From an optimization exercise on the open Yosys and OpenROAD flow, aimed at small area, a short achievable clock period and few clock cycles per item; shortcuts taken in it are not production practice.
Where RTL was checked, it was by simulation tests only, not by an equivalence proof against the original.

==> 07-10 <==
==> flow/design.v (excerpt) <==
module chacha_core (
  input  wire          clk,
  input  wire          dr_ctr_rst,
  input  wire          init,
  input  wire          next,
  input  wire  [383:0] cfg,
  input  wire  [4:0]   rounds,
  input  wire  [511:0] data_in,
  output wire          ready,
  output wire  [511:0] data_out,
  output wire          data_out_valid
);
Settings: LEC_CHECK=0, ABC_AREA=1, CAP_MARGIN=20, CORE_MARGIN=2, CORE_UTILIZATION=45, PLACE_DENSITY=0.6, SLEW_MARGIN=20; clock period 13.0 ns.
run.sh (not shown) runs the stock make flow with config.mk's settings and CLKGATE_MAP_FILE= SYNTH_SCRIPT=/design/flow/synth_recipe.tcl, a recipe that flattens the netlist after the stock synthesis.
==> inputs of 06-06, as changes to 07-10 <==
--- a/flow/design.v
+++ b/flow/design.v
@@ -176,26 +176,18 @@
     init_state[95:64]   = SIGMA2;
     init_state[127:96]  = SIGMA3;
     for (int i = 0; i < 8; i++)
       init_state[32 * (4 + i) +: 32] = byte_swap(key_q[255 - 32 * i -: 32]);
     init_state[32 * 12 +: 32] = block_ctr;
     for (int j = 0; j < 3; j++)
       init_state[32 * (13 + j) +: 32] = byte_swap(nonce_q[95 - 32 * j -: 32]);
     new_state = init_state;
-    if (sel_cfg)
-    begin
-      for (int i = 0; i < 8; i++)
-        new_state[32 * (4 + i) +: 32] = byte_swap(cfg[383 - 32 * i -: 32]);
-      new_state[32 * 12 +: 32] = cfg[31:0];
-      for (int j = 0; j < 3; j++)
-        new_state[32 * (13 + j) +: 32] = byte_swap(cfg[127 - 32 * j -: 32]);
-    end
-    else
-      new_state[32 * 12 +: 32] = ctr_plus;
+    if (!sel_cfg)
+      new_state[32 * 12 +: 32] = ctr_plus;    
   end
 endmodule
 `default_nettype wire
 `timescale 1ns/1ns
 `default_nettype none
 module chacha_round (
   input  wire          clk,
   input  wire          start,                 
@@ -229,17 +221,22 @@
     );
   end
   always_comb
   begin
     for (int g = 0; g < 4; g++)
       for (int r = 0; r < 4; r++)
         step_state[32 * (4 * r + g) +: 32] = tail_qo[(r - g + 4) % 4][127 - 32 * r -: 32];
   end
-  assign head_in = start ? new_state : step_state;
+  always_comb
+  begin
+    head_in = start ? new_state : step_state;
+    if (busy && last)
+      head_in[32 * 4 +: 128] = init_state[0 +: 128];
+  end
   always_comb
   begin
     for (int g = 0; g < 4; g++)
       for (int r = 0; r < 4; r++)
         head_qi[g][127 - 32 * r -: 32] = head_in[32 * (4 * r + g) +: 32];
   end
   for (genvar g = 0; g < 4; g++)
   begin : g_head
@@ -252,16 +249,17 @@
   begin
     for (int g = 0; g < 4; g++)
       for (int r = 0; r < 4; r++)
         head_state[32 * (4 * r + g) +: 32] = head_qo[g][127 - 32 * r -: 32];
   end
   chacha_finalize u_finalize (
     .init_state  (init_state),
     .work_state  (step_state),
+    .sum_row0    (head_state[0 +: 128]),
     .data_in     (data_in),
     .final_state (final_state)
   );
   always_ff @(posedge clk)
   begin
     if (busy && last)
       work_state <= final_state;
     else if (start || busy)
@@ -275,26 +273,31 @@
   end
 endmodule
 `default_nettype wire
 `timescale 1ns/1ns
 `default_nettype none
 module chacha_finalize (
   input  wire  [511:0] init_state,
   input  wire  [511:0] work_state,
+  input  wire  [127:0] sum_row0,              
   input  wire  [511:0] data_in,
   output logic [511:0] final_state
 );
   function automatic logic [31:0] byte_swap(input logic [31:0] w);
     byte_swap = {w[7:0], w[15:8], w[23:16], w[31:24]};
   endfunction
-  for (genvar i = 0; i < 16; i++)
+  for (genvar i = 0; i < 4; i++)
+  begin : g_row0
+    assign final_state[32 * i +: 32] = sum_row0[32 * i +: 32] ^ byte_swap(data_in[511 - 32 * i -: 32]);
+  end
+  for (genvar i = 4; i < 16; i++)
   begin : g_word
     logic [31:0] sum;
-    chacha_add #(.ARCH(0)) u_add (.a(init_state[32 * i +: 32]), .b(work_state[32 * i +: 32]), .s(sum));
+    chacha_add #(.ARCH(1)) u_add (.a(init_state[32 * i +: 32]), .b(work_state[32 * i +: 32]), .s(sum));
     assign final_state[32 * i +: 32] = sum ^ byte_swap(data_in[511 - 32 * i -: 32]);
   end
 endmodule
 `default_nettype wire
 `timescale 1ns/1ns
 `default_nettype none
 module chacha_ctrl (
   input  wire        clk,
@@ -306,36 +309,44 @@
   output logic       ctr_inc,
   output logic       start,
   output logic       busy,
   output logic       last,
   output logic       ready,
   output logic       data_out_valid
 );
   logic [4:0] steps_left;                     
+  logic       pending;                        
   assign ctr_set = !dr_ctr_rst && init && ready;                    
   assign ctr_inc = !dr_ctr_rst && next && !init && data_out_valid;
-  assign start   = ctr_set || ctr_inc;
-  assign busy    = !ready;
+  assign start   = ctr_inc || pending;
+  assign busy    = !ready && !pending;
   assign last    = (steps_left == 5'd0);
   always_ff @(posedge clk)
   begin
     if (start)
       steps_left <= {rounds[4:1], 1'b0} - 5'd1;    
     else if (busy)
       steps_left <= steps_left - 5'd1;
   end
   always_ff @(posedge clk)
   begin
     if (dr_ctr_rst)
+      pending <= 1'b0;
+    else
+      pending <= ctr_set;
+  end
+  always_ff @(posedge clk)
+  begin
+    if (dr_ctr_rst)
     begin
       ready          <= 1'b1;
       data_out_valid <= 1'b0;
     end
-    else if (start)
+    else if (ctr_set || ctr_inc)
     begin
       ready          <= 1'b0;                 
       data_out_valid <= 1'b0;
     end
     else if (busy && last)
     begin
       ready          <= 1'b1;                 
       data_out_valid <= 1'b1;
@@ -378,17 +389,17 @@
     .ready          (ready),
     .data_out_valid (data_out_valid)
   );
   chacha_block_setup u_block_setup (
     .clk        (clk),
     .cfg        (cfg),
     .ctr_set    (ctr_set),
     .ctr_inc    (ctr_inc),
-    .sel_cfg    (init),
+    .sel_cfg    (!ctr_inc),
     .init_state (init_state),
     .new_state  (new_state)
   );
   chacha_round u_round (
     .clk        (clk),
     .start      (start),
     .busy       (busy),
     .last       (last),
==> flow/flow/run.sh (new file) <==
#!/bin/bash
# The standard layout, with the port buffers that buffer_ports inserts made
# from the smallest buffer (sky130_fd_sc_hd__buf_1) instead of its default
# delay buffer. Every port still gets its own buffer; repair_design resizes
# them where a load needs more drive. make's full output goes to flow.log.
set -euo pipefail
export BUFFER_PORTS_ARGS="-buffer_cell sky130_fd_sc_hd__buf_1"
bash standard.sh > flow.log 2>&1
==> flow/standard.sh (new file) <==
#!/bin/bash
# synth_recipe.tcl (not shown) runs the flow's synth.tcl, then flattens the netlist and writes it again
# the make line also repeats each setting of config.mk as NAME=value (left out here)
make -C /OpenROAD-flow-scripts/flow DESIGN_CONFIG=/design/flow/config.mk WORK_HOME=/design/flow/orfs CLKGATE_MAP_FILE= SYNTH_SCRIPT=/design/flow/synth_recipe.tcl "${@:-finish}"
CORE_UTILIZATION = 35   (was 45)
PLACE_DENSITY = 0.55   (was 0.6)
SETUP_SLACK_MARGIN = 1.5   (was unset)
removed: flow/run.sh
==> inputs of 05-05, as changes to 07-10 <==
CORE_UTILIZATION = 25   (was 45)
PLACE_DENSITY = 0.5   (was 0.6)
==> results.toml <==
[synthesis]
post_synth_mux_area_share_pct = 0.303

[final_layout]
instances_no_fill = 19500
insertedDiodeCount = 93

[outcome]
status = "timing/DRC/antenna clean"

[clock_tree]
insertion_delay_of_the_later_clocked_pin_in_the_worst_skew_pair_ps = 900

[worst_setup_path]
cp_common_cell = "nand2_1"
critPathArrivalTime_ps = 12910
[end of results for 05-05]
==> results.toml <==
[outcome]
status = "timing/DRC/antenna clean"

[worst_setup_path]
cp_common_cell = "nand2_2"
timing.reg2reg.worst_path_depth = 62
critPathArrivalTime_ps = 11840

[placement]
placement.io_buffers = 1417

[synthesis]
post_synth_mux_area_share_pct = 0.339

[final_layout]
inverters_excl_clock = 1317
insertedDiodeCount = 14
fraction_of_area_in_clock_buffers_and_inverters_pct = 4.14
flip_flop_count_of_the_largest_register_after_layout = 512
instances_no_fill = 15300

[global_routing]
gr-total-overflow = 0

[clock_tree]
gates_resized_cts_repair = 185
insertion_delay_of_the_later_clocked_pin_in_the_worst_skew_pair_ps = 840
[end of results for 06-06]
==> results.toml <==
[final_layout]
biggestCellCategory = "multi-input combinational cells"
insertedDiodeCount = 62
non_clock_buffer_count = 1730

[worst_setup_path]
cp_common_cell = "nand2_1"
critPathArrivalTime_ps = 13020

[outcome]
status = "timing/DRC/antenna clean"

[timing]
fin_tns_setup_ps = 0
[end of results for 07-10]
Testbench counts of 06-06, summed over its fixed seeds: cycles 5,913, blocks 369.
The RTL of 07-10 and 05-05 was laid out without a check of its function.

[afterwards: timing with drivers on the ports]
The flow's constraints put no driver on any port. The routed layouts listed below were extracted and timed again, unchanged, in two steps.
Step 1 sets driving cells, clkbuf_16 on the clock port and buf_2 on the other inputs (assumed; they add their load-dependent delay and slew).
Step 2 times the ports against the registers' clock, not the clock port: input delays grow and output delays shrink by t, the midpoint of the rising clock arrivals with the driver on.
Slacks: ideal / step 1 / step 2; pairs: ideal / step 1.
run	t (ns)	slack for setup (ns)	worst hold slack (ns)	worst data-port slew with drivers (ns)	cell pins on the clock port's net
07-10	0.951	0.538 / 0.538 / 0.538	0.525 / 0.525 / 0.525	0.34	1
06-06	0.936	1.706 / 1.706 / 1.706	0.521 / 0.521 / 0.521	0.16	1
05-05	0.982	0.704 / 0.704 / 0.704	0.559 / 0.559 / 0.559	0.31	1
After both steps setup and hold are still met in every run listed.
